Context: an optimization exercise on an open-source flow, tuned for small area. The choices shown serve that exercise and are no tape-out recipe.
RTL that was checked went through simulation tests only; none was proved equivalent to the original.
No functional check of the RTL was part of runs 1 to 3.
No activity file was given, so power comes from the tool's default toggle rates.

## flow/design.v

```verilog
`default_nettype none
package video_pkg;
	typedef struct packed {
		logic [5:0] r;
		logic [5:0] g;
		logic [5:0] b;
	} rgb666_t;
	typedef struct packed {
		logic [7:0] h;
		logic [7:0] s;
		logic [7:0] v;
	} hsv_t;
	typedef struct packed {
		logic [10:0] hcount;
		logic [9:0] vcount;
		logic hsync;
		logic vsync;
		logic blank;
	} raster_t;
	typedef enum logic [1:0] {
		MODE_VIDEO = 2'd0,
		MODE_TRACK = 2'd1,
		MODE_CURSOR = 2'd2,
		MODE_HSV = 2'd3
	} overlay_mode_e;
endpackage
`default_nettype wire
`default_nettype none
package track_pkg;
	typedef struct packed {
		logic [10:0] x;
		logic [9:0] y;
	} pos_t;
	typedef struct packed {
		logic up;
		logic down;
		logic left;
		logic right;
	} buttons_t;
	typedef struct packed {
		logic [7:0] hue;
		pos_t pos;
	} readout_t;
endpackage
`default_nettype wire
`default_nettype none
module debounce (
	input wire logic clk,
	input wire logic rst,
	input wire logic raw,
	output logic clean
);
	localparam int CNT_W = $clog2(16);
	logic [CNT_W-1:0] cnt;
	logic differ;
	assign differ = raw ^ clean;
	always_ff @(posedge clk) begin
		if (rst || !differ) begin
			cnt <= '0;
		end else begin
			cnt <= cnt + 1'b1;
		end
	end
	always_ff @(posedge clk) begin
		if (rst) begin
			clean <= 1'b0;
		end else if (differ && (&cnt)) begin
			clean <= raw;
		end
	end
endmodule
`default_nettype wire
`default_nettype none
module cursor_mover (
	input wire logic clk,
	input wire logic rst,
	input wire logic step,
	input wire track_pkg::buttons_t buttons,
	output track_pkg::pos_t cursor,
	output track_pkg::pos_t cursor_flip,
	output logic cursor_next_zero
);
	logic y_inc, y_dec, x_inc, x_dec;
	assign y_inc = step & buttons.down & ~(cursor.y[9] & cursor.y[8]);
	assign y_dec = step & ~y_inc & buttons.up & (|cursor.y);
	assign x_inc = step & buttons.right & ~cursor.x[10];
	assign x_dec = step & ~x_inc & buttons.left & (|cursor.x);
	logic [10:0] y_t;
	logic [11:0] x_t;
	assign y_t[0] = y_inc | y_dec;
	assign x_t[0] = x_inc | x_dec;
	for (genvar i = 0; i < 10; i++) begin : g_yt
		assign y_t[i+1] = y_t[i] & (cursor.y[i] ^ y_dec);
	end
	for (genvar i = 0; i < 11; i++) begin : g_xt
		assign x_t[i+1] = x_t[i] & (cursor.x[i] ^ x_dec);
	end
	assign cursor_flip = {x_t[10:0], y_t[9:0]};
	logic x_is0, y_is0, x_is1, y_is1;
	assign x_is0 = ~(|cursor.x);
	assign y_is0 = ~(|cursor.y);
	assign x_is1 = (cursor.x == 11'd1);
	assign y_is1 = (cursor.y == 10'd1);
	assign cursor_next_zero = ((x_is0 & ~x_inc) | (x_is1 & x_dec)) & ((y_is0 & ~y_inc) | (y_is1 & y_dec));
	always_ff @(posedge clk) begin
		if (rst) begin
			cursor <= '0;
		end else begin
			cursor <= cursor ^ cursor_flip;
		end
	end
endmodule
`default_nettype wire
`default_nettype none
module sync_delay #(
	parameter int DEPTH = 22
) (
	input wire logic clk,
	input wire video_pkg::raster_t raster,
	output video_pkg::raster_t raster_early,
	output logic [2:0] syncs_del
);
	logic [23:0] pipe [DEPTH-1];
	always_ff @(posedge clk) begin
		pipe[0] <= raster;
		for (int i = 1; i < DEPTH - 1; i++) begin
			pipe[i] <= pipe[i-1];
		end
		syncs_del <= pipe[DEPTH-2][2:0];
	end
	assign raster_early = pipe[DEPTH-2];
endmodule
`default_nettype wire
`default_nettype none
module overlay_mixer (
	input wire logic clk,
	input wire logic rst,
	input wire video_pkg::overlay_mode_e mode,
	input wire video_pkg::raster_t raster,
	input wire logic [2:0] syncs_del,
	input wire video_pkg::rgb666_t pixel_in,
	input wire video_pkg::hsv_t hsv_in,
	input wire track_pkg::pos_t com_pos,
	input wire track_pkg::pos_t light_pos,
	input wire track_pkg::pos_t cursor,
	input wire logic com_ready,
	output video_pkg::rgb666_t pixel_out,
	output logic hsync_out,
	output logic vsync_out,
	output logic blank_out,
	output track_pkg::pos_t com_latched,
	output track_pkg::pos_t com_next
);
	assign com_next = rst ? '0 : (com_ready ? com_pos : com_latched);
	always_ff @(posedge clk) begin
		com_latched <= com_next;
	end
	logic near_x, near_y;
	logic near_com;
	logic on_light;
	logic on_cursor;
	logic hue_ok;
	logic sv_ok;
	logic use_pixel;
	logic [5:0] c_r, c_g, c_b;
	near2 #(.W(11)) u_near_x (.a(raster.hcount), .b(com_latched.x), .near(near_x));
	near2 #(.W(10)) u_near_y (.a(raster.vcount), .b(com_latched.y), .near(near_y));
	assign near_com = near_x | near_y;
	assign on_light = (raster.hcount == light_pos.x) || (raster.vcount == light_pos.y);
	assign on_cursor = (raster.hcount == cursor.x) || (raster.vcount == cursor.y);
	assign hue_ok = (hsv_in.h >= 8'hEB) && (hsv_in.h <= 8'hFA);
	assign sv_ok = (hsv_in.s > 8'h88) && (hsv_in.v > 8'h88);
	always_comb begin
		use_pixel = 1'b0;
		c_r = '0;
		c_g = '0;
		c_b = '0;
		case (mode)
			video_pkg::MODE_TRACK: begin
				if (near_com) c_g = '1;
				else if (on_light) c_b = '1;
				else use_pixel = 1'b1;
			end
			video_pkg::MODE_CURSOR: begin
				if (on_cursor) c_g = '1;
				else if (on_light) c_b = '1;
				else use_pixel = 1'b1;
			end
			video_pkg::MODE_HSV: begin
				c_r = {6{hue_ok}};
				c_g = {6{hue_ok & sv_ok}};
				c_b = {6{sv_ok}};
			end
			default: use_pixel = 1'b1;
		endcase
	end
	always_ff @(posedge clk) begin
		if (rst) begin
			pixel_out <= '0;
			hsync_out <= 1'b0;
			vsync_out <= 1'b0;
			blank_out <= 1'b1;
		end else begin
			pixel_out <= (pixel_in & {18{use_pixel}}) | {c_r, c_g, c_b};
			if (mode == video_pkg::MODE_HSV) begin
				{hsync_out, vsync_out, blank_out} <= syncs_del;
			end else begin
				hsync_out <= raster.hsync;
				vsync_out <= raster.vsync;
				blank_out <= raster.blank;
			end
		end
	end
endmodule
module near2 #(parameter int W = 11) (
	input wire logic [W-1:0] a,
	input wire logic [W-1:0] b,
	output logic near
);
	logic [W:0] bw;
	logic [W-1:0] d;
	assign bw[0] = 1'b0;
	for (genvar i = 0; i < W; i++) begin : g_b
		assign d[i] = a[i] ^ b[i] ^ bw[i];
		assign bw[i+1] = (~a[i] & b[i]) | (~(a[i] ^ b[i]) & bw[i]);
	end
	assign near = bw[W] ? (&d[W-1:1]) : ((d[W-1:2] == '0) && !(d[1] && d[0]));
endmodule
`default_nettype wire
`default_nettype none
module readout_latch (
	input wire logic clk,
	input wire logic rst,
	input wire logic track_en,
	input wire logic valid_next,
	input wire track_pkg::pos_t pos_early,
	input wire video_pkg::hsv_t hsv_in,
	input wire track_pkg::pos_t com_latched,
	input wire track_pkg::pos_t com_next,
	input wire track_pkg::pos_t cursor,
	input wire track_pkg::pos_t cursor_flip,
	input wire logic cursor_next_zero,
	output track_pkg::readout_t readout
);
	logic at_com;
	logic at_cursor;
	always_ff @(posedge clk) begin
		at_com <= valid_next ? (pos_early == com_next) : (com_next == '0);
		at_cursor <= rst | (valid_next ? ((pos_early ^ cursor_flip) == cursor) : cursor_next_zero);
	end
	always_ff @(posedge clk) begin
		if (rst) begin
			readout <= '0;
		end else if (track_en && at_com) begin
			readout.hue <= hsv_in.h;
			readout.pos <= com_latched;
		end else if (at_cursor) begin
			readout.hue <= hsv_in.h;
			readout.pos <= cursor;
		end
	end
endmodule
`default_nettype wire
`default_nettype none
module video_overlay (
	input wire logic clk,
	input wire logic rst,
	input wire logic [1:0] switches,
	input wire track_pkg::buttons_t buttons,
	input wire video_pkg::raster_t raster,
	input wire video_pkg::rgb666_t pixel_in,
	input wire video_pkg::hsv_t hsv_in,
	input wire track_pkg::pos_t com_pos,
	input wire track_pkg::pos_t light_pos,
	input wire logic com_ready,
	output video_pkg::rgb666_t pixel_out,
	output logic hsync_out,
	output logic vsync_out,
	output logic blank_out,
	output track_pkg::readout_t readout
);
	video_pkg::overlay_mode_e mode;
	logic track_en;
	wire track_pkg::buttons_t buttons_db;
	track_pkg::pos_t cursor;
	track_pkg::pos_t com_latched;
	track_pkg::pos_t cursor_flip;
	logic cursor_next_zero;
	track_pkg::pos_t com_next;
	video_pkg::raster_t raster_early;
	logic [2:0] syncs_pipe;
	logic [2:0] syncs_del;
	assign mode = video_pkg::overlay_mode_e'(switches);
	assign track_en = switches[0];
	logic [2:0] step_cnt;
	logic [1:0] age;
	logic del_valid;
	logic valid_next;
	always_ff @(posedge clk) begin
		if (rst) begin
			step_cnt <= '0;
			age <= '0;
		end else begin
			step_cnt <= step_cnt + 1'b1;
			if ((&step_cnt) && !(&age)) age <= age + 1'b1;
		end
	end
	assign del_valid = (&age) | (age[1] & step_cnt[2] & step_cnt[1]);
	assign valid_next = ~rst & ((&age) | (age[1] & step_cnt[2] & (step_cnt[1] | step_cnt[0])));
	for (genvar i = 0; i < 4; i++) begin : g_db
		debounce u_debounce (
			.clk(clk),
			.rst(rst),
			.raw(buttons[i]),
			.clean(buttons_db[i])
		);
	end
	cursor_mover u_cursor_mover (
		.clk(clk),
		.rst(rst),
		.step(step_cnt == '0),
		.buttons(buttons_db),
		.cursor(cursor),
		.cursor_flip(cursor_flip),
		.cursor_next_zero(cursor_next_zero)
	);
	sync_delay u_sync_delay (
		.clk(clk),
		.raster(raster),
		.raster_early(raster_early),
		.syncs_del(syncs_pipe)
	);
	assign syncs_del = syncs_pipe & {3{del_valid}};
	overlay_mixer u_overlay_mixer (
		.clk(clk),
		.rst(rst),
		.mode(mode),
		.raster(raster),
		.syncs_del(syncs_del),
		.pixel_in(pixel_in),
		.hsv_in(hsv_in),
		.com_pos(com_pos),
		.light_pos(light_pos),
		.cursor(cursor),
		.com_ready(com_ready),
		.pixel_out(pixel_out),
		.hsync_out(hsync_out),
		.vsync_out(vsync_out),
		.blank_out(blank_out),
		.com_latched(com_latched),
		.com_next(com_next)
	);
	readout_latch u_readout_latch (
		.clk(clk),
		.rst(rst),
		.track_en(track_en),
		.valid_next(valid_next),
		.pos_early(raster_early[23:3]),
		.hsv_in(hsv_in),
		.com_latched(com_latched),
		.com_next(com_next),
		.cursor(cursor),
		.cursor_flip(cursor_flip),
		.cursor_next_zero(cursor_next_zero),
		.readout(readout)
	);
endmodule
`default_nettype wire
```

## flow/flow/run.sh

```bash
#!/bin/bash
# The standard layout (standard.sh) with three changes: an area-oriented ABC script in
# synthesis, minimum-size port buffers, and a clock tree of small buffers without dummy loads.
# The tools' output goes to standard_flow.log here; ORFS keeps each step's log under orfs/logs.
set -euo pipefail
W=$(pwd)
export FLOW_WORK=$W
export FLOW_ABC_SCRIPT=$W/flow/abc_area.script
export BUFFER_PORTS_ARGS="-buffer_cell sky130_fd_sc_hd__buf_1"
export CTS_ARGS="-sink_clustering_enable -repair_clock_nets -dont_use_dummy_load -buf_list sky130_fd_sc_hd__clkbuf_4 -sink_clustering_size 12 -sink_clustering_max_diameter 40"
bash standard.sh SYNTH_SCRIPT=$W/flow/synth.tcl finish > standard_flow.log 2>&1
```

## flow/flow/abc_area.script

```
&get -n
&st
&dch
&nf -R 1000 -p
&put
```

## flow/flow/synth.tcl

```tcl
# The standard synthesis (synth_recipe.tcl) with one change: ABC maps with
# flow/abc_area.script, an area-oriented script, instead of ORFS's speed script.
# Flip-flops are mapped before ABC runs, so the registers are the standard ones.
proc abc {args} {
  set i [lsearch -exact $args -script]
  if {$i >= 0} {
    lset args [expr {$i + 1}] $::env(FLOW_ABC_SCRIPT)
  }
  yosys abc {*}$args
}
source $::env(FLOW_WORK)/synth_recipe.tcl
```

## flow/standard.sh

```bash
#!/bin/bash
# synth_recipe.tcl (not shown) runs the flow's synth.tcl, then flattens the netlist and writes it again
# the make line also repeats each setting of config.mk as NAME=value (left out here)
make -C /OpenROAD-flow-scripts/flow DESIGN_CONFIG=/design/flow/config.mk WORK_HOME=/design/flow/orfs CLKGATE_MAP_FILE= SYNTH_SCRIPT=/design/flow/synth_recipe.tcl "${@:-finish}"
```

## flow/config.mk

```make
export PLATFORM = sky130hd
export DESIGN_NAME = video_overlay
export DESIGN_NICKNAME = video_overlay
export VERILOG_FILES = /design/flow/design.v
export SDC_FILE = /design/flow/constraint.sdc
export NUM_CORES = 4
export LEC_CHECK = 0
export CAP_MARGIN = 20
export CORE_MARGIN = 2
export CORE_UTILIZATION = 70
export SETUP_SLACK_MARGIN = 0.2
export SLEW_MARGIN = 20
```

## flow/constraint.sdc

```tcl
create_clock -name core_clock -period 6.0 [get_ports {clk}]
set_input_delay 1.2000 -clock core_clock [delete_from_list [all_inputs] [get_ports {clk}]]
set_output_delay 1.2000 -clock core_clock [all_outputs]
set_load 0.01 [all_outputs]
```

==> results of run 1 <==
[routing by layer]
metal / vias to the layer above / wire length [µm] / GRT usage [%]
met5: - / 0 / 0
met4: 0 / 902 / 10.92
met3: 75 / 1791 / 5.039
met2: 277 / 14730 / 40.96
met1: 4322 / 13650 / 33.79
li1: 4472 / - / -
[layout make-up]
cell class	instances	area share, %
Sequential cell	626	68.91
Multi-Input combinational cell	559	21.41
Timing Repair Buffer	184	4.259
Clock buffer	60	2.477
Tap cell	313	2.154
Inverter	32	0.7568
Antenna cell	2	0.02752
[worst max-delay path: stages]
cell	delay [ns]
sky130_fd_sc_hd__buf_8	0.11
sky130_fd_sc_hd__clkinv_8	0.04
sky130_fd_sc_hd__ha_4	0.13
sky130_fd_sc_hd__inv_4	0.03
sky130_fd_sc_hd__fa_2	0.33
sky130_fd_sc_hd__fa_2	0.35
sky130_fd_sc_hd__fa_2	0.34
sky130_fd_sc_hd__fa_2	0.34
sky130_fd_sc_hd__fa_2	0.35
sky130_fd_sc_hd__fa_2	0.35
sky130_fd_sc_hd__clkinv_2	0.06
sky130_fd_sc_hd__fa_2	0.20
sky130_fd_sc_hd__clkinv_2	0.06
sky130_fd_sc_hd__fa_2	0.34
sky130_fd_sc_hd__fa_2	0.35
sky130_fd_sc_hd__fa_1	0.50
sky130_fd_sc_hd__a2111oi_4	0.34
sky130_fd_sc_hd__a21oi_1	0.12
sky130_fd_sc_hd__buf_4	0.17
sky130_fd_sc_hd__nand2_4	0.05
sky130_fd_sc_hd__o22a_1	0.15
sky130_fd_sc_hd__nand2b_4	0.18
sky130_fd_sc_hd__o21ai_4	0.11
sky130_fd_sc_hd__nand2_1	0.10
sky130_fd_sc_hd__a21oi_1	0.07
[flip-flops by register name (all words and copies together), names as in the netlist]
register / count
u_sync_delay.pipe: 504
u_readout_latch.readout: 29
u_cursor_mover.cursor: 21
u_overlay_mixer.com_latched: 21
u_overlay_mixer.pixel_out: 18
g_db.u_debounce.cnt: 16
g_db.u_debounce.clean: 4
step_cnt: 3
u_sync_delay.syncs_del: 3
age: 2
u_overlay_mixer.blank_out: 1
u_overlay_mixer.hsync_out: 1
u_overlay_mixer.vsync_out: 1
u_readout_latch.at_com: 1
u_readout_latch.at_cursor: 1
[through the flow]
step           util [%]  power, mW  hold slack [ns]
6_report          79.84      6.280           0.2784
5_1_grt           79.84      6.514           0.2765
4_1_cts           79.54      6.321           0.2791
3_5_place_dp      77.27      4.774           0.3121
3_3_place_gp      77.27      4.749           0.3098
2_1_floorplan         -      4.627           0.3096
[worst paths after layout]
path / slack, ns / endpoint / start / cells past startpoint
min: 0.28 / u_sync_delay.pipe[1][15] / u_sync_delay.pipe[0][15] / 0
min reg2reg: 0.28 / u_sync_delay.pipe[1][15] / u_sync_delay.pipe[0][15] / 0
max reg2reg: 0.40 / u_overlay_mixer.pixel_out[7] / u_overlay_mixer.com_latched[10] / 23
max: 0.19 / u_overlay_mixer.pixel_out[7] / raster[13] / 25
[power by group through the flow]
| stage | Sequential [mW] | Combinational, mW | Clock (mW) |
|---|---|---|---|
| floorplan | 4.50 | 0.128 | 0 |
| CTS | 4.43 | 0.261 | 1.63 |
| finish | 4.43 | 0.271 | 1.58 |
| global placement | 4.51 | 0.239 | 0 |
| global route | 4.45 | 0.295 | 1.77 |
| detailed placement | 4.52 | 0.253 | 0 |
[cell usage in the layout, fill, tap and decap left out, types with 2 or more instances in the layout]
cell                        Yosys  routed
sky130_fd_sc_hd__nand3_1       36      36
sky130_fd_sc_hd__o21ai_4        0       2
sky130_fd_sc_hd__fa_1          19       4
sky130_fd_sc_hd__clkinv_1      32      28
sky130_fd_sc_hd__o21ai_2        0       2
sky130_fd_sc_hd__buf_4          0      18
sky130_fd_sc_hd__nor2b_1        7       7
sky130_fd_sc_hd__clkinv_2       0       2
sky130_fd_sc_hd__xor2_1        52      52
sky130_fd_sc_hd__xnor2_1       72      72
sky130_fd_sc_hd__nor3_1        17      17
sky130_fd_sc_hd__buf_1          0     163
sky130_fd_sc_hd__nor2_1        89      88
sky130_fd_sc_hd__fa_2           0      15
sky130_fd_sc_hd__nor4b_1        2       2
sky130_fd_sc_hd__diode_2        0       2
sky130_fd_sc_hd__nand2_2        0       2
sky130_fd_sc_hd__dfxtp_1      626     626
sky130_fd_sc_hd__or4_1          3       3
sky130_fd_sc_hd__a31oi_1       24      24
sky130_fd_sc_hd__clkbuf_4       0      61
sky130_fd_sc_hd__nand2b_1       5       4
sky130_fd_sc_hd__o21ai_0       15      14
sky130_fd_sc_hd__a21oi_1       31      28
sky130_fd_sc_hd__a2111oi_4      0       2
sky130_fd_sc_hd__ha_1          10       9
sky130_fd_sc_hd__and2_0         5       5
sky130_fd_sc_hd__mux2i_1       27      27
sky130_fd_sc_hd__nand2_1       83      80
sky130_fd_sc_hd__nand4_1       18      18
sky130_fd_sc_hd__o2111ai_1      2       2
sky130_fd_sc_hd__nor4_1        19      19
sky130_fd_sc_hd__a21oi_2        0       3
sky130_fd_sc_hd__a2111oi_0      5       3
sky130_fd_sc_hd__or4b_4         0       2
sky130_fd_sc_hd__o22ai_1        2       2
sky130_fd_sc_hd__nand4b_1       2       2
[synth_stat cells (all sizes together)]
library cell,instances
mux2i,27
nor4,19
a21o,1
nor2,89
xor2,52
nor3,17
nand2,83
clkinv,32
and2,5
and3,1
o41ai,1
nand3,36
o22a,1
xnor2,72
a31o,1
nor4b,2
ha,10
nand4b,2
nand2b,5
o21a,1
a2111oi,5
o2111ai,2
o31ai,1
o22ai,2
o21ai,15
a31oi,24
or3,1
or4,3
dfxtp,626
o31a,1
nand4,18
a21oi,31
fa,19
nor2b,7
or4b,2
[what timing repair did]
action                     in CTS  in global routing
hold endpoints to repair        0                  0
buffers inserted                1                  1
cloned                          2                  1
pin swaps                       6                  9
setup endpoints to repair      18                 18
gates resized for setup         9                 12
[kinds of logic (layout without fill, tap and decap cells)]
| family | after synthesis | in the layout |
|---|---|---|
| buffers and inverters | 32 | 276 |
| AND/OR/NAND/NOR | 290 | 290 |
| flip-flops | 626 | 626 |
| adder cells (fa/ha/maj) | 29 | 29 |
| multiplexers | 27 | 27 |
| AO/OA/AOI/OAI | 86 | 89 |
| XOR/XNOR | 124 | 124 |
| other | 0 | 2 |
==> metrics.md, run 1 <==
| Metric | Value |
|---|---|
| Worst-skew pair later-pin latency | `0.75 ns` |
| Net Switching | `1.350 mW` |
| Number of max-slew violations in the final report | `0` |
| Number of clock sinks | `626` |
| Count of endpoints failing hold in the final timing report | `0` |
| Share of post-route cells with drive strength above 1 | `8.077%` |
| Unrepaired setup endpoints after global routing | `true` |
| Cell row count | `55` |
| Clock input transition at the sequential cells of the worst setup and hold paths | `0.11 ns` |
| Count of state elements after synthesis | `626` |
| Switching share of power | `21.50%` |
| Min-delay worst type | `reg2reg` |
| Post-synthesis mux area share | `1.652%` |
| Wire length of the first global-routing pass | `47690 µm` |
| CTS Buffer Depth | `3` |
| Syn_area_per_cell | `13.48 µm²` |
| Fraction of the mapped netlist area in simple logic gates | `8.181%` |
| Synthesized netlist net count | `1360` |
| Sequential fraction of the synthesis area | `76.58%` |
| Area of all placed cells without fillers | `0.01818 mm²` |
| Weighted congestion at the end of routability-driven global placement | `0.8354` |
| Total CTS buffers | `60` |
| Area of the core | `0.02278 mm²` |
| Clock skew after layout | `0.1226 ns` |
| Routed via count | `9146` |
| Clk root buf | `sky130_fd_sc_hd__clkbuf_4` |
| Pre-CTS setup slack | `-0.7878 ns` |
| Fraction of the mapped netlist area in compound gates | `3.127%` |
| Global route overflow | `0` |
| Max Fclk | `0.1721 GHz` |
| Worst VDD drop | `264.6 µV` |
| Overall routing resource usage | `25.40%` |
| Post-detailed-route DRC marker count | `0` |
| Arrival time of the worst setup path | `6.40 ns` |
| Sequential share of power | `70.5%` |
| Combinational share of power | `4.3%` |
| Cell Pwr Density | `345.4 mW/mm²` |
| Number of global-route vias before repair | `9357` |
| Horizontal die dimension | `156.9 µm` |
| Post-DRT Antenna Nets | `0` |
| Final Instance Count excl. Fillers | `1776` |
| Initial antenna violation count | `2` |
| # nets final | `1609` |
| Internal power consumption | `4.930 mW` |
| Xor and xnor area share after synthesis | `6.637%` |
| Count of final setup violators | `0` |
| Max-capacitance violation count | `0` |
| Cell count after synthesis | `1214` |
| Part of the cycle the worst path needs | `96.87%` |
| Startpoint type of the worst setup path | `input pin` |
| Largest area contributor in the synthesized netlist | `sky130_fd_sc_hd__dfxtp_1` |
| Area overhead of the layout relative to synthesis | `11.12%` |
| Vertical extent of the die | `156.9 µm` |
| Routed WL per cell | `17.50 µm` |
| Distinct cells, synth | `35` |
| TritonCTS clock tree | `done` |
| Setup TNS Final | `0 ns` |
| Total I/O pin count | `167` |
| Initial cell density of the core | `71.84%` |
| Clock period minus worst slack | `5.812 ns` |
| Number of H-tree levels | `2` |
| Measured slew at the worst slew-check pin | `0.9787 ns` |
| Leak Pwr | `7.114 nW` |
| Pin count of the biggest net entering global routing | `67` |
| CTS hold repair buffers | `0` |
| Area post-placement | `0.01760 mm²` |
| Count of TritonRoute iterations in the first routing pass | `5` |
| Dpl hpwl | `21710 µm` |
| Synth Cell Area | `0.01636 mm²` |
| Number of synthesis warnings | `7` |
| Clock share of power | `25.2%` |
| Fill count | `1355` |
| Dpl cells | `1709` |
| Flip-flop and latch area | `0.01253 mm²` |
| Number of port buffers | `166` |
| Post-Synth Adder-Cell Area | `3.089%` |
| Slew Limit Headroom | `34.67%` |
| Multi-input logic area | `0.003894 mm²` |
| Die Footprint | `0.02462 mm²` |
| Cell types with the largest area share after synthesis | `sky130_fd_sc_hd__dfxtp_1 (77%), sky130_fd_sc_hd__xnor2_1 (3.9%), sky130_fd_sc_hd__xor2_1 (2.8%)` |
| Slack of the critical path | `0.1877 ns` |
| CP Data Required Time | `6.58 ns` |
| Run status | `timing/DRC/antenna clean` |
| Maximum fanout count along the critical path | `5` |
| Setup Crit Path Kind | `in2reg` |
| Share of the synthesized area in the top cell type | `76.58%` |
| DR iter-0 viols | `478` |
| Crit end category | `flop` |
| Combinational family with the most area after synthesis | `simple AND/OR/NAND/NOR gates` |
| Via density | `5.150` |
| Total Routed Length | `31080 µm` |
==> run 2, diff against run 1 <==
--- a/flow/design.v
+++ b/flow/design.v
@@ -79,4 +79,3 @@
 	output track_pkg::pos_t cursor,
-	output track_pkg::pos_t cursor_flip,
-	output logic cursor_next_zero
+	output track_pkg::pos_t cursor_next
 );
@@ -97,15 +96,5 @@
 	end
-	assign cursor_flip = {x_t[10:0], y_t[9:0]};
-	logic x_is0, y_is0, x_is1, y_is1;
-	assign x_is0 = ~(|cursor.x);
-	assign y_is0 = ~(|cursor.y);
-	assign x_is1 = (cursor.x == 11'd1);
-	assign y_is1 = (cursor.y == 10'd1);
-	assign cursor_next_zero = ((x_is0 & ~x_inc) | (x_is1 & x_dec)) & ((y_is0 & ~y_inc) | (y_is1 & y_dec));
+	assign cursor_next = rst ? '0 : {cursor.x ^ x_t[10:0], cursor.y ^ y_t[9:0]};
 	always_ff @(posedge clk) begin
-		if (rst) begin
-			cursor <= '0;
-		end else begin
-			cursor <= cursor ^ cursor_flip;
-		end
+		cursor <= cursor_next;
 	end
@@ -240,4 +229,3 @@
 	input wire track_pkg::pos_t cursor,
-	input wire track_pkg::pos_t cursor_flip,
-	input wire logic cursor_next_zero,
+	input wire track_pkg::pos_t cursor_next,
 	output track_pkg::readout_t readout
@@ -248,3 +236,3 @@
 		at_com <= valid_next ? (pos_early == com_next) : (com_next == '0);
-		at_cursor <= rst | (valid_next ? ((pos_early ^ cursor_flip) == cursor) : cursor_next_zero);
+		at_cursor <= valid_next ? (pos_early == cursor_next) : (cursor_next == '0);
 	end
@@ -286,4 +274,3 @@
 	track_pkg::pos_t com_latched;
-	track_pkg::pos_t cursor_flip;
-	logic cursor_next_zero;
+	track_pkg::pos_t cursor_next;
 	track_pkg::pos_t com_next;
@@ -323,4 +310,3 @@
 		.cursor(cursor),
-		.cursor_flip(cursor_flip),
-		.cursor_next_zero(cursor_next_zero)
+		.cursor_next(cursor_next)
 	);
@@ -362,4 +348,3 @@
 		.cursor(cursor),
-		.cursor_flip(cursor_flip),
-		.cursor_next_zero(cursor_next_zero),
+		.cursor_next(cursor_next),
 		.readout(readout)
==> flow/flow/run.sh (replaced) <==
#!/bin/bash
# standard layout, with minimum-size port buffers and a leaner clock tree
set -euo pipefail
export BUFFER_PORTS_ARGS="-buffer_cell sky130_fd_sc_hd__buf_1"
export CTS_ARGS="-sink_clustering_enable -repair_clock_nets -dont_use_dummy_load -buf_list sky130_fd_sc_hd__clkbuf_4 -sink_clustering_size 12 -sink_clustering_max_diameter 40"
bash standard.sh > standard_flow.log 2>&1
removed: flow/flow/abc_area.script
removed: flow/flow/synth.tcl
==> metrics.md, run 2 <==
| Metric | Value |
|---|---|
| Most common flop cell mapped by yosys | `sky130_fd_sc_hd__dfxtp_1` |
| Routed via count | `9899` |
| Commonest cells after routing, fill and taps aside | `sky130_fd_sc_hd__dfxtp_1 (626), sky130_fd_sc_hd__buf_1 (164), sky130_fd_sc_hd__nor2_1 (108), sky130_fd_sc_hd__xor2_1 (72), sky130_fd_sc_hd__clkbuf_4 (62)` |
| Clock skew after layout | `0.07066 ns` |
| Post-synthesis mux area share | `3.285%` |
| Destination of the worst hold path | `u_sync_delay.pipe[3][11]` |
| Cell count after synthesis | `1335` |
| Arrival time of the worst setup path | `6.31 ns` |
| Combinational family with the most area after synthesis | `simple AND/OR/NAND/NOR gates` |
| Part of the cycle the worst path needs | `95.36%` |
| CTS hold repair buffers | `0` |
| Fill count | `1548` |
| Share of the synthesized area in the top cell type | `72.79%` |
| Synthesized netlist net count | `1481` |
| # nets final | `1678` |
| Post-cts sizing count | `0` |
| Commonest cells in the synthesized netlist | `sky130_fd_sc_hd__dfxtp_1 (626), sky130_fd_sc_hd__nor2_1 (108), sky130_fd_sc_hd__xor2_1 (72)` |
| Xor and xnor area share after synthesis | `5.240%` |
| Number of clock sinks | `626` |
| Startpoint type of the worst setup path | `input pin` |
| Dpl hpwl | `24270 µm` |
| Area overhead of the layout relative to synthesis | `8.757%` |
| Final Util | `77.22%` |
| Synth Cell Area | `0.01722 mm²` |
| Most common cell after layout, fill and taps aside | `sky130_fd_sc_hd__dfxtp_1` |
| Unrepaired setup endpoints after global routing | `false` |
| Routed WL per cell | `18.44 µm` |
| Registers with the most flip-flops | `u_sync_delay.pipe: 504 flops, u_readout_latch.readout: 29 flops` |
| Clk root buf | `sky130_fd_sc_hd__clkbuf_4` |
| Maximum fanout count along the critical path | `9` |
| Fraction of the mapped netlist area in compound gates | `5.189%` |
| Share of post-route cells with drive strength above 1 | `7.647%` |
| Post-DRT Antenna Nets | `0` |
| Largest area contributor in the synthesized netlist | `sky130_fd_sc_hd__dfxtp_1` |
| Global route overflow | `0` |
| Clock period minus worst slack | `5.722 ns` |
| Area of the core | `0.02425 mm²` |
| TritonCTS clock tree | `done` |
| Vertical extent of the die | `160.8 µm` |
| CTS Buffer Depth | `3` |
| Count of final setup violators | `0` |
| Worst-skew pair later-pin latency | `0.73 ns` |
| Weighted congestion at the end of routability-driven global placement | `0.9449` |
| Cell count of the worst reg-to-reg path | `22` |
| Count of TritonRoute iterations in the first routing pass | `5` |
| Setup slack of the most critical reg-to-reg path | `0.52 ns` |
| Pin count of the biggest net entering global routing | `68` |
| Critical hold path startpoint | `u_sync_delay.pipe[2][11]` |
| Horizontal die dimension | `160.8 µm` |
| Count of flip-flops with a built-in enable after synthesis | `0` |
| Total CTS buffers | `61` |
| Worst VDD drop | `242.3 µV` |
| Count of state elements after synthesis | `626` |
| Setup TNS Final | `0 ns` |
| Number of global-route vias before repair | `9907` |
| Post-Synth Adder-Cell Area | `2.936%` |
| Measured slew at the worst slew-check pin | `0.8946 ns` |
| Cell types with the largest area share after synthesis | `sky130_fd_sc_hd__dfxtp_1 (73%), sky130_fd_sc_hd__xor2_1 (3.7%), sky130_fd_sc_hd__mux2i_1 (3.0%)` |
| Cell row count | `57` |
| Post-detailed-route DRC marker count | `0` |
| Proportion of register bits with asynchronous set or reset after synthesis | `0%` |
| Post-CTS repair timing setup buffer count | `0` |
| Distinct cells, synth | `65` |
| Setup Crit Path Kind | `in2reg` |
| Wire length of the first global-routing pass | `52750 µm` |
| Crit end category | `flop` |
| Initial cell density of the core | `71.00%` |
| Slew Limit Headroom | `40.36%` |
| Number of synthesis warnings | `7` |
| Clock input transition at the sequential cells of the worst setup and hold paths | `0.12 ns` |
| Number of H-tree levels | `2` |
| Sequential fraction of the synthesis area | `72.79%` |
| Cell Pwr Density | `336.8 mW/mm²` |
| Fraction of the mapped netlist area in simple logic gates | `8.350%` |
| Reg2reg start | `u_overlay_mixer.com_latched[0]` |
| Hold path cells | `0` |
| Min-delay worst type | `reg2reg` |
| Max Fclk | `0.1748 GHz` |
| Total Routed Length | `34210 µm` |
| Overall routing resource usage | `26.52%` |
| Run status | `timing/DRC/antenna clean` |
| Via density | `5.336` |
| DR iter-0 viols | `583` |
| Library cell with the highest instance count after synthesis | `sky130_fd_sc_hd__dfxtp_1` |
| Initial antenna violation count | `1` |
| Leak Pwr | `7.715 nW` |
| Max-capacitance violation count | `0` |
| Number of max-slew violations in the final report | `0` |
| Syn_area_per_cell | `12.90 µm²` |
| Register with the most flip-flops | `u_sync_delay.pipe` |
| Largest register FFs | `504` |
| Die Footprint | `0.02586 mm²` |
| Crit path from | `raster[13]` |
| Number of port buffers | `166` |
| CP Data Required Time | `6.59 ns` |
| Total I/O pin count | `167` |
| Capturing point of the worst reg2reg path | `u_overlay_mixer.pixel_out[9]` |
| Count of endpoints failing hold in the final timing report | `0` |
==> run 2: worst max-delay path: stages <==
cell and delay (ns):
sky130_fd_sc_hd__buf_1 0.18, sky130_fd_sc_hd__inv_12 0.08, sky130_fd_sc_hd__ha_4 0.11, sky130_fd_sc_hd__inv_2 0.03
sky130_fd_sc_hd__fa_2 0.33, sky130_fd_sc_hd__fa_2 0.37, sky130_fd_sc_hd__fa_2 0.35, sky130_fd_sc_hd__fa_2 0.35
sky130_fd_sc_hd__fa_2 0.36, sky130_fd_sc_hd__fa_2 0.34, sky130_fd_sc_hd__inv_2 0.06, sky130_fd_sc_hd__fa_2 0.18
sky130_fd_sc_hd__inv_2 0.04, sky130_fd_sc_hd__fa_2 0.34, sky130_fd_sc_hd__fa_2 0.35, sky130_fd_sc_hd__fa_1 0.47
sky130_fd_sc_hd__a211oi_1 0.21, sky130_fd_sc_hd__nand3_1 0.10, sky130_fd_sc_hd__nand4_1 0.15, sky130_fd_sc_hd__o22ai_2 0.13
sky130_fd_sc_hd__nand2b_2 0.22, sky130_fd_sc_hd__o21ai_4 0.14, sky130_fd_sc_hd__nand2_1 0.13, sky130_fd_sc_hd__a21oi_1 0.08
==> run 2: logic make-up after synthesis <==
kind of cell,count (synthesis)
flip-flops,626
AND/OR/NAND/NOR,297
AO/OA/AOI/OAI,133
XOR/XNOR,103
buffers and inverters,91
multiplexers,56
adder cells (fa/ha/maj),29
==> run 2: power by group <==
| part | switching, mW | total, mW | internal [mW] |
|---|---|---|---|
| sequential | 0.0711 | 4.43 | 4.36 |
| clock | 1.13 | 1.60 | 0.467 |
| combinational | 0.166 | 0.273 | 0.107 |
| total | 1.37 | 6.31 | 4.94 |
==> run 2: how the worst max path moves through the flow <==
stage / to / slack, ns / depth (start not counted)
2_1_floorplan: u_overlay_mixer.pixel_out[12] / 0.12 / 24
6_report: u_overlay_mixer.pixel_out[9] / 0.28 / 24
3_5_place_dp: u_overlay_mixer.pixel_out[5] / -0.40 / 24
4_1_cts: u_overlay_mixer.pixel_out[5] / 0.40 / 22
5_1_grt: u_overlay_mixer.pixel_out[10] / 0.14 / 23
3_3_place_gp: u_overlay_mixer.pixel_out[14] / -0.28 / 24
==> run 2: cell type report <==
| cell class | count | area, µm² | share of cell area [%] |
|---|---|---|---|
| tap | 324 | 405.4 | 2.165 |
| timing repair buffer | 179 | 725.7 | 3.876 |
| multi-input combinational | 620 | 4423 | 23.62 |
| inverter | 44 | 177.7 | 0.9489 |
| clock buffer | 61 | 457.9 | 2.446 |
| sequential | 626 | 12530 | 66.93 |
| antenna | 1 | 2.502 | 0.01336 |
==> run 2: through the flow <==
stage / power [mW] / hold WS, ns / worst slack (ns) / area [µm²] / cells
after detailed placement: 4.790 / 0.3121 / -0.4017 / 18200 / 1791
after global routing: 6.560 / 0.2616 / 0.1420 / 18720 / 1855
after CTS: 6.346 / 0.2659 / 0.3958 / 18660 / 1852
after floorplan: 4.650 / 0.3096 / 0.1187 / 17300 / 1335
after global placement: 4.771 / 0.3095 / -0.2775 / 18200 / 1791
final: 6.307 / 0.2608 / 0.2782 / 18720 / 1855
==> run 2: routing by layer <==
| metal | up-vias | track usage, % | part of all wire, % |
|---|---|---|---|
| li1 | 4811 | - | - |
| met1 | 4611 | 35.65 | 43 |
| met2 | 401 | 42.63 | 46 |
| met3 | 76 | 6.508 | 8.4 |
| met4 | 0 | 9.010 | 2.6 |
| met5 | - | 0 | 0 |
==> run 3, diff against run 2 <==
--- a/flow/design.v
+++ b/flow/design.v
@@ -142,3 +142,3 @@
 );
-	assign com_next = rst ? '0 : (com_ready ? com_pos : com_latched);
+	assign com_next = ({21{~rst & com_ready}} & com_pos) | ({21{~rst & ~com_ready}} & com_latched);
 	always_ff @(posedge clk) begin
@@ -238,12 +238,10 @@
 	end
+	logic take_com, take_cursor, hold;
+	assign take_com = ~rst & track_en & at_com;
+	assign take_cursor = ~rst & ~(track_en & at_com) & at_cursor;
+	assign hold = ~rst & ~(track_en & at_com) & ~at_cursor;
 	always_ff @(posedge clk) begin
-		if (rst) begin
-			readout <= '0;
-		end else if (track_en && at_com) begin
-			readout.hue <= hsv_in.h;
-			readout.pos <= com_latched;
-		end else if (at_cursor) begin
-			readout.hue <= hsv_in.h;
-			readout.pos <= cursor;
-		end
+		readout.hue <= ({8{take_com | take_cursor}} & hsv_in.h) | ({8{hold}} & readout.hue);
+		readout.pos <= ({21{take_com}} & com_latched) | ({21{take_cursor}} & cursor) |
+			({21{hold}} & readout.pos);
 	end
==> flow/flow/run.sh (replaced) <==
#!/bin/bash
# The standard layout (standard.sh) with three changes: an area-oriented ABC script in
# synthesis, minimum-size port buffers, and a clock tree of small buffers without dummy loads.
# The tools' output goes to standard_flow.log here; ORFS keeps each step's log under orfs/logs.
set -euo pipefail
W=$(pwd)
export FLOW_WORK=$W
export FLOW_ABC_SCRIPT=$W/flow/abc_area.script
export BUFFER_PORTS_ARGS="-buffer_cell sky130_fd_sc_hd__buf_1"
export CTS_ARGS="-sink_clustering_enable -repair_clock_nets -dont_use_dummy_load -buf_list sky130_fd_sc_hd__clkbuf_4 -sink_clustering_size 12 -sink_clustering_max_diameter 40"
bash standard.sh SYNTH_SCRIPT=$W/flow/synth.tcl finish > standard_flow.log 2>&1
==> flow/flow/abc_area.script (new file) <==
&get -n
&st
&dch
&nf -R 1000 -p
&put
==> flow/flow/synth.tcl (new file) <==
# The standard synthesis (synth_recipe.tcl) with one change: ABC maps with
# flow/abc_area.script, an area-oriented script, instead of ORFS's speed script.
# Flip-flops are mapped before ABC runs, so the registers are the standard ones.
proc abc {args} {
  set i [lsearch -exact $args -script]
  if {$i >= 0} {
    lset args [expr {$i + 1}] $::env(FLOW_ABC_SCRIPT)
  }
  yosys abc {*}$args
}
source $::env(FLOW_WORK)/synth_recipe.tcl
==> metrics.md, run 3 <==
| Metric | Value |
|---|---|
| Run status | `complete, but fails checks` |
| Layout check failures | `setup timing` |
| TritonCTS clock tree | `done` |
| Fill count | `1373` |
| Number of max-slew violations in the final report | `0` |
| Startpoint type of the worst setup path | `input pin` |
| Clock input transition at the sequential cells of the worst setup and hold paths | `0.11 ns` |
| Clock skew after layout | `0.1281 ns` |
| Most common flop cell mapped by yosys | `sky130_fd_sc_hd__dfxtp_1` |
| Commonest cells after routing, fill and taps aside | `sky130_fd_sc_hd__dfxtp_1 (626), sky130_fd_sc_hd__buf_1 (164), sky130_fd_sc_hd__xnor2_1 (78), sky130_fd_sc_hd__clkbuf_4 (60), sky130_fd_sc_hd__clkinv_1 (56)` |
| Reg2reg start | `u_overlay_mixer.com_latched[10]` |
| Commonest cells in the synthesized netlist | `sky130_fd_sc_hd__dfxtp_1 (626), sky130_fd_sc_hd__xnor2_1 (78), sky130_fd_sc_hd__clkinv_1 (60)` |
| DR iter-0 viols | `603` |
| Register with the most flip-flops | `u_sync_delay.pipe` |
| Max Fclk | `0.1666 GHz` |
| Vertical extent of the die | `156.0 µm` |
| Measured slew at the worst slew-check pin | `0.7482 ns` |
| Final Instance Count excl. Fillers | `1687` |
| Min-delay worst type | `reg2reg` |
| Number of global-route vias before repair | `9103` |
| Clk root buf | `sky130_fd_sc_hd__clkbuf_4` |
| Area of the core | `0.02264 mm²` |
| Unrepaired setup endpoints after global routing | `true` |
| CP Data Required Time | `6.50 ns` |
| Weighted congestion at the end of routability-driven global placement | `0.8734` |
| CTS Buffer Depth | `3` |
| Library cell with the highest instance count after synthesis | `sky130_fd_sc_hd__dfxtp_1` |
| Count of TritonRoute iterations in the first routing pass | `6` |
| Distinct cells, synth | `39` |
| Post-detailed-route DRC marker count | `0` |
| Via density | `5.235` |
| Share of post-route cells with drive strength above 1 | `8.280%` |
| Count of state elements after synthesis | `626` |
| Slack of the critical path | `-0.003061 ns` |
| Cell count after synthesis | `1156` |
| Total I/O pin count | `167` |
| Pin count of the biggest net entering global routing | `60` |
| Synthesized netlist net count | `1302` |
| Initial cell density of the core | `71.42%` |
| Max-capacitance violation count | `0` |
| Count of final setup violators | `1` |
| Clock period minus worst slack | `6.003 ns` |
| Sequential fraction of the synthesis area | `77.51%` |
| Horizontal die dimension | `156.0 µm` |
| Crit end category | `flop` |
| Critical hold path startpoint | `u_sync_delay.pipe[19][2]` |
| Total CTS buffers | `60` |
| Synth Cell Area | `0.01617 mm²` |
| Cell types with the largest area share after synthesis | `sky130_fd_sc_hd__dfxtp_1 (78%), sky130_fd_sc_hd__xnor2_1 (4.2%), sky130_fd_sc_hd__xor2_1 (2.8%)` |
| Slew Limit Headroom | `49.66%` |
| Registers with the most flip-flops | `u_sync_delay.pipe: 504 flops, u_readout_latch.readout: 29 flops` |
| Number of synthesis warnings | `7` |
| Area overhead of the layout relative to synthesis | `10.99%` |
| Part of the cycle the worst path needs | `100.1%` |
| Dpl cells | `1622` |
| Number of port buffers | `166` |
| Largest register FFs | `504` |
| Cell row count | `55` |
| Count of flip-flops with a built-in enable after synthesis | `0` |
| Number of clock sinks | `626` |
| Number of H-tree levels | `2` |
| Initial antenna violation count | `1` |
| Maximum fanout count along the critical path | `5` |
| Routed via count | `8832` |
| Worst-skew pair later-pin latency | `0.75 ns` |
| Leak Pwr | `7.099 nW` |
| Crit path from | `raster[13]` |
| Total Routed Length | `30000 µm` |
| Wire length of the first global-routing pass | `46550 µm` |
| Routed WL per cell | `17.78 µm` |
| Syn_area_per_cell | `13.99 µm²` |
| Final Util | `79.27%` |
| Worst VDD drop | `254.9 µV` |
| Dpl hpwl | `21160 µm` |
| Overall routing resource usage | `25.02%` |
| Proportion of register bits with asynchronous set or reset after synthesis | `0%` |
| Share of the synthesized area in the top cell type | `77.51%` |
| Setup Crit Path Kind | `in2reg` |
| Global route overflow | `0` |
| CTS hold repair buffers | `0` |
| Die Footprint | `0.02433 mm²` |
| Largest area contributor in the synthesized netlist | `sky130_fd_sc_hd__dfxtp_1` |
| # nets final | `1549` |
| Count of endpoints failing hold in the final timing report | `0` |
| Post-DRT Antenna Nets | `0` |
| Cell Pwr Density | `349.2 mW/mm²` |
| Most common cell after layout, fill and taps aside | `sky130_fd_sc_hd__dfxtp_1` |
| Arrival time of the worst setup path | `6.50 ns` |
## run 3: final timing paths
check	end	slack [ns]	cells after the start
max	u_overlay_mixer.pixel_out[7]	-0.003	25
min reg2reg	u_sync_delay.pipe[20][2]	0.29	0
min	u_sync_delay.pipe[20][2]	0.29	0
max reg2reg	u_overlay_mixer.pixel_out[7]	0.09	23
## run 3: cell type report
| class | count | area, µm² | area share (%) |
|---|---|---|---|
| Inverter | 60 | 245.2 | 1.367 |
| Antenna cell | 1 | 2.502 | 0.01394 |
| Tap cell | 285 | 356.6 | 1.987 |
| Multi-Input combinational cell | 472 | 3588 | 20.00 |
| Timing Repair Buffer | 183 | 770.7 | 4.295 |
| Clock buffer | 60 | 450.4 | 2.510 |
| Sequential cell | 626 | 12530 | 69.83 |
## run 3: where the power goes
| part | internal [mW] | switching (mW) | total [mW] |
|---|---|---|---|
| Sequential | 4.36 | 0.0647 | 4.42 |
| Combinational | 0.109 | 0.156 | 0.265 |
| Clock | 0.460 | 1.12 | 1.58 |
## run 3: cells by family after synthesis
family | count (synthesis) | synth area share (%)
adder cells (fa/ha/maj) | 29 | 3.126
multiplexers | 6 | 0.3714
buffers and inverters | 60 | 1.393
AND/OR/NAND/NOR | 203 | 6.121
flip-flops | 626 | 77.51
AO/OA/AOI/OAI | 102 | 4.442
XOR/XNOR | 130 | 7.042
## run 3: repair_timing
item                                    4_1_cts  5_1_grt
resized for setup                            10        6
pin swaps                                     3        2
hold endpoints to repair                      0        0
endpoints found under the setup margin       18       18
gates cloned                                  2        0
setup buffers                                 0        1
## run 3: routing by layer
metal | vias to the layer above | share of wire (%) | GRT usage [%]
met5 | - | 0 | 0
li1 | 4303 | - | -
met4 | 0 | 2.6 | 9.611
met1 | 4173 | 44 | 32.73
met3 | 63 | 6.5 | 5.861
met2 | 293 | 47 | 40.90
## run 3: critical path, cell delays in order
cell and delay, ns:
sky130_fd_sc_hd__buf_8 0.11, sky130_fd_sc_hd__clkinv_8 0.04, sky130_fd_sc_hd__ha_4 0.13, sky130_fd_sc_hd__clkinv_4 0.05, sky130_fd_sc_hd__fa_2 0.33, sky130_fd_sc_hd__fa_2 0.35, sky130_fd_sc_hd__fa_2 0.38, sky130_fd_sc_hd__fa_2 0.35
sky130_fd_sc_hd__fa_2 0.36, sky130_fd_sc_hd__fa_2 0.35, sky130_fd_sc_hd__clkinv_2 0.06, sky130_fd_sc_hd__fa_2 0.19, sky130_fd_sc_hd__clkinv_2 0.06, sky130_fd_sc_hd__fa_2 0.34, sky130_fd_sc_hd__fa_2 0.37, sky130_fd_sc_hd__fa_1 0.49
sky130_fd_sc_hd__nor4b_2 0.27, sky130_fd_sc_hd__o2111ai_1 0.19, sky130_fd_sc_hd__nand3_2 0.14, sky130_fd_sc_hd__nor3_2 0.04, sky130_fd_sc_hd__a31oi_1 0.20, sky130_fd_sc_hd__nand2b_4 0.21, sky130_fd_sc_hd__o21ai_4 0.11, sky130_fd_sc_hd__nand2_1 0.12
sky130_fd_sc_hd__a21oi_1 0.07
## run 3: stage by stage
step	power (mW)	setup WS (ns)	TNS [ns]	area (µm²)	hold slack, ns
floorplan	4.629	-0.05986	-0.8342	16260	0.3096
global placement	4.750	-0.5700	-10.19	17380	0.3096
detailed placement	4.770	-0.7725	-13.59	17380	0.3121
CTS	6.317	0.09609	0	17880	0.2893
global route	6.522	-0.1162	-1.414	17950	0.2707
finish	6.266	-0.003061	-0.003061	17950	0.2947
==> run 4, diff against run 3 <==
--- a/flow/design.v
+++ b/flow/design.v
@@ -208,10 +208,12 @@
 );
-	logic [W:0] bw;
-	logic [W-1:0] d;
-	assign bw[0] = 1'b0;
-	for (genvar i = 0; i < W; i++) begin : g_b
-		assign d[i] = a[i] ^ b[i] ^ bw[i];
-		assign bw[i+1] = (~a[i] & b[i]) | (~(a[i] ^ b[i]) & bw[i]);
+	logic [W:1] z, p, m;
+	assign z[W] = 1'b1;
+	assign p[W] = 1'b0;
+	assign m[W] = 1'b0;
+	for (genvar i = W - 1; i >= 1; i--) begin : g_s
+		assign z[i] = z[i+1] & ~(a[i] ^ b[i]);
+		assign p[i] = (z[i+1] & a[i] & ~b[i]) | (p[i+1] & ~a[i] & b[i]);
+		assign m[i] = (z[i+1] & ~a[i] & b[i]) | (m[i+1] & a[i] & ~b[i]);
 	end
-	assign near = bw[W] ? (&d[W-1:1]) : ((d[W-1:2] == '0) && !(d[1] && d[0]));
+	assign near = z[1] | (p[1] & ~(a[0] & ~b[0])) | (m[1] & ~(~a[0] & b[0]));
 endmodule
--- a/flow/flow/run.sh
+++ b/flow/flow/run.sh
@@ -9,3 +9,3 @@
 export BUFFER_PORTS_ARGS="-buffer_cell sky130_fd_sc_hd__buf_1"
-export CTS_ARGS="-sink_clustering_enable -repair_clock_nets -dont_use_dummy_load -buf_list sky130_fd_sc_hd__clkbuf_4 -sink_clustering_size 12 -sink_clustering_max_diameter 40"
+export CTS_ARGS="-sink_clustering_enable -repair_clock_nets -dont_use_dummy_load -buf_list sky130_fd_sc_hd__clkbuf_4 -sink_clustering_size 12 -sink_clustering_max_diameter 30"
 bash standard.sh SYNTH_SCRIPT=$W/flow/synth.tcl finish > standard_flow.log 2>&1
--- a/flow/config.mk
+++ b/flow/config.mk
@@ -10,3 +10,2 @@
 export CORE_UTILIZATION = 70
-export SETUP_SLACK_MARGIN = 0.2
 export SLEW_MARGIN = 20
==> metrics.md, run 4 <==
| Metric | Value |
|---|---|
| Cell types with the largest area share after synthesis | `sky130_fd_sc_hd__dfxtp_1 (77%), sky130_fd_sc_hd__xnor2_1 (4.0%), sky130_fd_sc_hd__xor2_1 (2.8%)` |
| Count of TritonRoute iterations in the first routing pass | `5` |
| Count of state elements after synthesis | `626` |
| Most common flop cell mapped by yosys | `sky130_fd_sc_hd__dfxtp_1` |
| Area of all placed cells without fillers | `0.01790 mm²` |
| Area overhead of the layout relative to synthesis | `9.925%` |
| Largest area contributor in the synthesized netlist | `sky130_fd_sc_hd__dfxtp_1` |
| Dpl cells | `1662` |
| Vertical extent of the die | `156.5 µm` |
| Weighted congestion at the end of routability-driven global placement | `0.8910` |
| Part of the cycle the worst path needs | `77.02%` |
| Area of the core | `0.02271 mm²` |
| Dpl hpwl | `21050 µm` |
| Cell count of the worst reg-to-reg path | `15` |
| Worst VDD drop | `271.8 µV` |
| Routed WL per cell | `17.08 µm` |
| Number of global-route vias before repair | `9130` |
| Horizontal die dimension | `156.5 µm` |
| Max Fclk | `0.2164 GHz` |
| Count of final setup violators | `0` |
| CTS Buffer Depth | `3` |
| Measured slew at the worst slew-check pin | `1.090 ns` |
| Largest register FFs | `504` |
| DR iter-0 viols | `609` |
| TritonCTS clock tree | `done` |
| Slew Limit Headroom | `27.31%` |
| Area post-placement | `0.01732 mm²` |
| Total Routed Length | `29730 µm` |
| Run status | `timing/DRC/antenna clean` |
| Clock period minus worst slack | `4.621 ns` |
| Pin count of the biggest net entering global routing | `32` |
| Most common cell after layout, fill and taps aside | `sky130_fd_sc_hd__dfxtp_1` |
| Crit end category | `flop` |
| Registers with the most flip-flops | `u_sync_delay.pipe: 504 flops, u_readout_latch.readout: 29 flops` |
| Synth Cell Area | `0.01629 mm²` |
| Number of max-slew violations in the final report | `0` |
| Number of port buffers | `166` |
| Cell count after synthesis | `1207` |
| Setup Crit Path Kind | `reg2reg` |
| Proportion of register bits with asynchronous set or reset after synthesis | `0%` |
| Commonest cells in the synthesized netlist | `sky130_fd_sc_hd__dfxtp_1 (626), sky130_fd_sc_hd__xnor2_1 (75), sky130_fd_sc_hd__nor2_1 (58)` |
| Global route overflow | `0` |
| Max-capacitance violation count | `0` |
| Startpoint type of the worst setup path | `flop` |
| Synthesized netlist net count | `1336` |
| Worst-skew pair later-pin latency | `0.69 ns` |
| Total CTS buffers | `78` |
| Number of H-tree levels | `3` |
| Sequential fraction of the synthesis area | `76.95%` |
| CP Data Required Time | `6.56 ns` |
| CTS hold repair buffers | `0` |
| Maximum fanout count along the critical path | `11` |
| Count of flip-flops with a built-in enable after synthesis | `0` |
| Commonest cells after routing, fill and taps aside | `sky130_fd_sc_hd__dfxtp_1 (626), sky130_fd_sc_hd__buf_1 (165), sky130_fd_sc_hd__clkbuf_4 (78), sky130_fd_sc_hd__xnor2_1 (75), sky130_fd_sc_hd__nor2_1 (57)` |
| Via density | `5.296` |
| Clk root buf | `sky130_fd_sc_hd__clkbuf_4` |
| Number of synthesis warnings | `7` |
| Post-CTS repair timing setup buffer count | `0` |
| Die Footprint | `0.02450 mm²` |
| Unrepaired setup endpoints after global routing | `false` |
| Clock input transition at the sequential cells of the worst setup and hold paths | `0.10 ns` |
| Cell row count | `55` |
| Post-detailed-route DRC marker count | `0` |
| Min-delay worst type | `reg2reg` |
| Final Instance Count excl. Fillers | `1741` |
| Cell Pwr Density | `356.4 mW/mm²` |
| Fill count | `1372` |
| Arrival time of the worst setup path | `5.18 ns` |
| Number of clock sinks | `626` |
| Total I/O pin count | `167` |
| Overall routing resource usage | `24.40%` |
| Share of post-route cells with drive strength above 1 | `5.911%` |
| Count of endpoints failing hold in the final timing report | `0` |
| Initial cell density of the core | `71.72%` |
| Post-cts sizing count | `0` |
| Routed via count | `9221` |
| Hold path cells | `0` |
| Worst hold slack after final layout | `0.2839 ns` |
| Register with the most flip-flops | `u_sync_delay.pipe` |
| Share of the synthesized area in the top cell type | `76.95%` |
| Setup TNS Final | `0 ns` |
| Leak Pwr | `7.174 nW` |
| # nets final | `1586` |
| Initial antenna violation count | `1` |
| Wire length of the first global-routing pass | `45130 µm` |
| Post-DRT Antenna Nets | `0` |
| Distinct cells, synth | `36` |
| Library cell with the highest instance count after synthesis | `sky130_fd_sc_hd__dfxtp_1` |
| Clock skew after layout | `0.06374 ns` |
| Syn_area_per_cell | `13.49 µm²` |
## run 4: cell count changes after synthesis, moves of 9 or more
cell	previous run	this run
sky130_fd_sc_hd__nor2b_1	9	29
sky130_fd_sc_hd__fa_1	19	0
sky130_fd_sc_hd__clkinv_1	60	47
sky130_fd_sc_hd__nand2b_1	2	15
sky130_fd_sc_hd__o22ai_1	0	12
sky130_fd_sc_hd__a22o_1	13	22
## run 4: worst paths after layout
check,from,endpoint,slack [ns]
min reg2reg,u_sync_delay.pipe[19][23],u_sync_delay.pipe[20][23],0.28
min,u_sync_delay.pipe[19][23],u_sync_delay.pipe[20][23],0.28
max reg2reg,step_cnt[0],u_readout_latch.at_cursor,1.38
max,step_cnt[0],u_readout_latch.at_cursor,1.38
## run 4: where the power goes
part	switching (mW)	leakage, nW	internal, mW	total, mW
Clock	1.14	0.359	0.601	1.74
Combinational	0.130	1.57	0.0837	0.214
Sequential	0.0672	5.25	4.36	4.43
Total	1.34	7.17	5.04	6.38
## run 4: critical path: stages (launching register included)
cell and delay, ns:
sky130_fd_sc_hd__dfxtp_1 0.36, sky130_fd_sc_hd__clkinv_1 0.07, sky130_fd_sc_hd__ha_1 0.20, sky130_fd_sc_hd__nor2b_1 0.19, sky130_fd_sc_hd__nand3b_1 0.14, sky130_fd_sc_hd__nand4_1 0.57, sky130_fd_sc_hd__o21ai_0 0.52, sky130_fd_sc_hd__nand2_1 0.16
sky130_fd_sc_hd__nor3_1 0.36, sky130_fd_sc_hd__and2_0 0.20, sky130_fd_sc_hd__xnor2_1 0.12, sky130_fd_sc_hd__nor2_1 0.09, sky130_fd_sc_hd__or4_1 0.55, sky130_fd_sc_hd__or4_1 0.39, sky130_fd_sc_hd__or4_1 0.46, sky130_fd_sc_hd__o21ai_0 0.17
## run 4: layout make-up
| cell class | instances | area, µm² | area share [%] |
|---|---|---|---|
| clock buffer | 78 | 585.6 | 3.271 |
| multi-input combinational | 534 | 3596 | 20.09 |
| sequential | 626 | 12530 | 70.00 |
| tap | 285 | 356.6 | 1.992 |
| inverter | 47 | 176.4 | 0.9854 |
| antenna | 1 | 2.502 | 0.01398 |
| timing repair buffer | 170 | 654.4 | 3.655 |
## run 4: logic make-up (layout without fill, tap and decap cells)
logic type / after synthesis / in the layout / synth area share, %
flip-flops: 626 / 626 / 76.95
AND/OR/NAND/NOR: 247 / 247 / 7.690
AO/OA/AOI/OAI: 143 / 143 / 6.223
XOR/XNOR: 127 / 127 / 6.830
buffers and inverters: 47 / 295 / 1.083
adder cells (fa/ha/maj): 12 / 12 / 0.9218
multiplexers: 5 / 5 / 0.3073
other: 0 / 1 / 0
## run 4: routing by layer
layer  vias to the layer above  global-route usage [%]  part of all wire, %
li1                       4564                       -                    -
met1                      4234                   30.09                   43
met2                       351                   40.34                   47
met3                        72                   6.342                  6.9
met4                         0                   11.49                  3.2
met5                         -                       0                    0
## run 4: per-stage QoR
| step | power (mW) | setup WS, ns | utilization [%] |
|---|---|---|---|
| after floorplan | 4.610 | 1.736 | - |
| after global placement | 4.713 | 1.163 | 76.25 |
| after detailed placement | 4.734 | 1.014 | 76.25 |
| after CTS | 6.444 | 1.389 | 78.83 |
| after global routing | 6.647 | 0.9649 | 78.84 |
| final | 6.380 | 1.379 | 78.84 |
==> run 5, diff against run 4 <==
--- a/flow/flow/run.sh
+++ b/flow/flow/run.sh
@@ -9,3 +9,3 @@
 export BUFFER_PORTS_ARGS="-buffer_cell sky130_fd_sc_hd__buf_1"
-export CTS_ARGS="-sink_clustering_enable -repair_clock_nets -dont_use_dummy_load -buf_list sky130_fd_sc_hd__clkbuf_4 -sink_clustering_size 12 -sink_clustering_max_diameter 30"
+export CTS_ARGS="-sink_clustering_enable -repair_clock_nets -dont_use_dummy_load -buf_list sky130_fd_sc_hd__clkbuf_4 -sink_clustering_buffer sky130_fd_sc_hd__clkbuf_16 -sink_clustering_size 40 -sink_clustering_max_diameter 45"
 bash standard.sh SYNTH_SCRIPT=$W/flow/synth.tcl finish > standard_flow.log 2>&1
==> metrics.md, run 5 <==
| Metric | Value |
|---|---|
| Min-delay worst type | `reg2reg` |
| Count of TritonRoute iterations in the first routing pass | `6` |
| Ordered cell list for the critical path | `clkinv_1 > ha_1 > nor2b_1 > nand3b_1 > nand4_1 > o21ai_0 > nand2_1 > nor3_1 > and2_0 > xnor2_1 > nor2_1 > or4_1 > or4_1 > or4_1 > o21ai_0` |
| Cell types with the largest area share after synthesis | `sky130_fd_sc_hd__dfxtp_1 (77%), sky130_fd_sc_hd__xnor2_1 (4.0%), sky130_fd_sc_hd__xor2_1 (2.8%)` |
| Number of clock sinks | `626` |
| Proportion of register bits with asynchronous set or reset after synthesis | `0%` |
| Combinational share of power | `3.2%` |
| Registers with the most flip-flops | `u_sync_delay.pipe: 504 flops, u_readout_latch.readout: 29 flops` |
| Count of final setup violators | `0` |
| Pin count of the biggest net entering global routing | `35` |
| Commonest cells after routing, fill and taps aside | `sky130_fd_sc_hd__dfxtp_1 (626), sky130_fd_sc_hd__buf_1 (165), sky130_fd_sc_hd__xnor2_1 (75), sky130_fd_sc_hd__nor2_1 (57), sky130_fd_sc_hd__xor2_1 (52)` |
| Combined buffer and inverter count along the critical path | `1` |
| CTS Buffer Depth | `3` |
| Internal power consumption | `5.464 mW` |
| Clock skew after layout | `0.07220 ns` |
| Slowest stage delay, CP | `0.57 ns` |
| Net Switching | `1.401 mW` |
| Commonest cells in the synthesized netlist | `sky130_fd_sc_hd__dfxtp_1 (626), sky130_fd_sc_hd__xnor2_1 (75), sky130_fd_sc_hd__nor2_1 (58)` |
| Sequential fraction of the synthesis area | `76.95%` |
| Global route overflow | `0` |
| Most common flop cell mapped by yosys | `sky130_fd_sc_hd__dfxtp_1` |
| Arrival time of the worst setup path | `5.29 ns` |
| Post-cts sizing count | `0` |
| Synth Cell Area | `0.01629 mm²` |
| Most common cell after layout, fill and taps aside | `sky130_fd_sc_hd__dfxtp_1` |
| Termination of the worst setup path | `u_readout_latch.at_cursor` |
| Count of endpoints failing hold in the final timing report | `0` |
| Crit path from | `step_cnt[1]` |
| Area of the core | `0.02271 mm²` |
| Area post-placement | `0.01732 mm²` |
| Area of all placed cells without fillers | `0.01821 mm²` |
| Count of flip-flops with a built-in enable after synthesis | `0` |
| Distinct cells, synth | `36` |
| Reg2reg start | `step_cnt[1]` |
| Final Instance Count excl. Fillers | `1702` |
| Share of the synthesized area in the top cell type | `76.95%` |
| # nets final | `1547` |
| Overall routing resource usage | `25.76%` |
| Post-detailed-route DRC marker count | `0` |
| Wire length of the first global-routing pass | `47640 µm` |
| Cell Pwr Density | `377.1 mW/mm²` |
| Run status | `timing/DRC/antenna clean` |
| Routed WL per cell | `18.60 µm` |
| Sequential share of power | `64.5%` |
| Syn_area_per_cell | `13.49 µm²` |
| Count of state elements after synthesis | `626` |
| Number of port buffers | `166` |
| Register with the most flip-flops | `u_sync_delay.pipe` |
| Cell count after synthesis | `1207` |
| Max-capacitance violation count | `0` |
| Worst VDD drop | `384.3 µV` |
| Slowest cell on the critical path | `sky130_fd_sc_hd__nand4_1` |
| Setup Crit Path Kind | `reg2reg` |
| Startpoint type of the worst setup path | `flop` |
| Routed via count | `9229` |
| Library cell with the highest instance count after synthesis | `sky130_fd_sc_hd__dfxtp_1` |
| DR iter-0 viols | `596` |
| TritonCTS clock tree | `done` |
| Max Fclk | `0.2156 GHz` |
| Setup slack of the most critical reg-to-reg path | `1.36 ns` |
| Logic depth of the worst path, buffers included | `15` |
| Setup TNS Final | `0 ns` |
| Area overhead of the layout relative to synthesis | `11.78%` |
| Clock share of power | `32.3%` |
| Final Util | `80.17%` |
| Crit end category | `flop` |
| Largest register FFs | `504` |
| Slew Limit Headroom | `27.83%` |
| Share of post-route cells with drive strength above 1 | `3.319%` |
| Dpl hpwl | `21050 µm` |
| Vertical extent of the die | `156.5 µm` |
| Weighted congestion at the end of routability-driven global placement | `0.8910` |
| Switching share of power | `20.41%` |
| Post-DRT Antenna Nets | `0` |
| Via density | `5.422` |
| Total I/O pin count | `167` |
| Number of H-tree levels | `2` |
| Leak Pwr | `7.257 nW` |
| Synthesized netlist net count | `1336` |
| Unrepaired setup endpoints after global routing | `false` |
| CP top delay family | `simple AND/OR/NAND/NOR gates` |
| Measured slew at the worst slew-check pin | `1.078 ns` |
| Maximum fanout count along the critical path | `11` |
| Dpl cells | `1662` |
| Clock input transition at the sequential cells of the worst setup and hold paths | `0.11 ns` |
| Total CTS buffers | `39` |
| Worst-skew pair later-pin latency | `0.79 ns` |
| Largest area contributor in the synthesized netlist | `sky130_fd_sc_hd__dfxtp_1` |
| Number of global-route vias before repair | `9190` |
| Die Footprint | `0.02450 mm²` |
| Initial antenna violation count | `1` |
| Most numerous cell on the critical path | `sky130_fd_sc_hd__or4_1` |
| Total Routed Length | `31650 µm` |
| Horizontal die dimension | `156.5 µm` |
| Number of synthesis warnings | `7` |
| Number of max-slew violations in the final report | `0` |
| Initial cell density of the core | `71.72%` |
| CTS hold repair buffers | `0` |
| Cell count of the worst reg-to-reg path | `15` |
| Post-CTS repair timing setup buffer count | `0` |
| CP Data Required Time | `6.65 ns` |
| Clock period minus worst slack | `4.638 ns` |
| Part of the cycle the worst path needs | `77.30%` |
| Capturing point of the worst reg2reg path | `u_readout_latch.at_cursor` |
| Cell row count | `55` |
| Clk root buf | `sky130_fd_sc_hd__clkbuf_4` |
run 5: cell types whose count changed in the layout (fill, tap and decap cells not counted), sizes merged:
| cell | delta |
|---|---|
| clkbuf | -39 |
run 5: logic make-up (layout without fill, tap and decap cells):
| family | count (synthesis) | in the layout | share of synthesized area (%) |
|---|---|---|---|
| other | 0 | 1 | 0 |
| DFF | 626 | 626 | 76.95 |
| muxes | 5 | 5 | 0.3073 |
| xor gates and xnor gates | 127 | 127 | 6.830 |
| AOI/OAI and AO/OA | 143 | 143 | 6.223 |
| and+or+nand+nor | 247 | 247 | 7.690 |
| buffers and inverters | 47 | 256 | 1.083 |
| adders and majority gates | 12 | 12 | 0.9218 |
run 5: stage by stage:
stage | hold slack, ns | total power, mW | worst slack (ns)
floorplan | 0.3096 | 4.610 | 1.736
global placement | 0.3095 | 4.713 | 1.163
detailed placement | 0.3121 | 4.734 | 1.014
CTS | 0.2730 | 6.907 | 1.403
global route | 0.2670 | 7.079 | 1.013
finish | 0.2713 | 6.866 | 1.362
run 5: worst min-delay path by stage:
stage | from | endpoint | slack, ns | depth (start not counted)
4_1_cts | u_sync_delay.pipe[6][4] | u_sync_delay.pipe[7][4] | 0.27 | 0
5_1_grt | u_sync_delay.pipe[6][4] | u_sync_delay.pipe[7][4] | 0.27 | 0
6_report | u_sync_delay.pipe[6][4] | u_sync_delay.pipe[7][4] | 0.27 | 0
2_1_floorplan | u_sync_delay.pipe[9][0] | u_sync_delay.pipe[10][0] | 0.31 | 0
3_5_place_dp | u_sync_delay.pipe[1][11] | u_sync_delay.pipe[2][11] | 0.31 | 0
3_3_place_gp | u_sync_delay.pipe[19][12] | u_sync_delay.pipe[20][12] | 0.31 | 0
run 5: area by class of cell:
cell class | count | area [µm²]
Inverter | 47 | 176.4
Timing Repair Buffer | 170 | 654.4
Sequential cell | 626 | 12530
Fill cell | 1291 | 4503
Antenna cell | 1 | 2.502
Multi-Input combinational cell | 534 | 3596
Tap cell | 285 | 356.6
Clock buffer | 39 | 888.4
run 5: routing by layer:
layer	part of all wire, %	vias up	global-route usage, %	routed length [µm]
met5	0	-	0	0
met4	4.2	0	12.32	1344
met3	6.6	94	5.677	2083
met2	48	359	43.74	15150
met1	41	4313	31.34	13070
li1	-	4463	-	-
run 5: power groups by stage:
stage | clock (mW) | combinational (mW) | sequential (mW)
floorplan | 0 | 0.111 | 4.50
global placement | 0 | 0.203 | 4.51
detailed placement | 0 | 0.211 | 4.52
CTS | 2.26 | 0.218 | 4.43
global route | 2.39 | 0.240 | 4.45
finish | 2.21 | 0.219 | 4.43
run 5: worst register-to-register path, stage by stage (launching register included):
cell and delay, ns:
sky130_fd_sc_hd__dfxtp_1 0.34, sky130_fd_sc_hd__clkinv_1 0.10, sky130_fd_sc_hd__ha_1 0.20, sky130_fd_sc_hd__nor2b_1 0.20, sky130_fd_sc_hd__nand3b_1 0.15, sky130_fd_sc_hd__nand4_1 0.57
sky130_fd_sc_hd__o21ai_0 0.53, sky130_fd_sc_hd__nand2_1 0.16, sky130_fd_sc_hd__nor3_1 0.37, sky130_fd_sc_hd__and2_0 0.20, sky130_fd_sc_hd__xnor2_1 0.12, sky130_fd_sc_hd__nor2_1 0.10
sky130_fd_sc_hd__or4_1 0.55, sky130_fd_sc_hd__or4_1 0.39, sky130_fd_sc_hd__or4_1 0.46, sky130_fd_sc_hd__o21ai_0 0.15

Setup slack of run 5, layout unchanged: 1.362 ns with ideal ports, 1.362 ns with driving cells assumed (clock clkbuf_16, inputs buf_2), 0.688 ns with port delays also shifted by the 0.792 ns mid clock arrival.
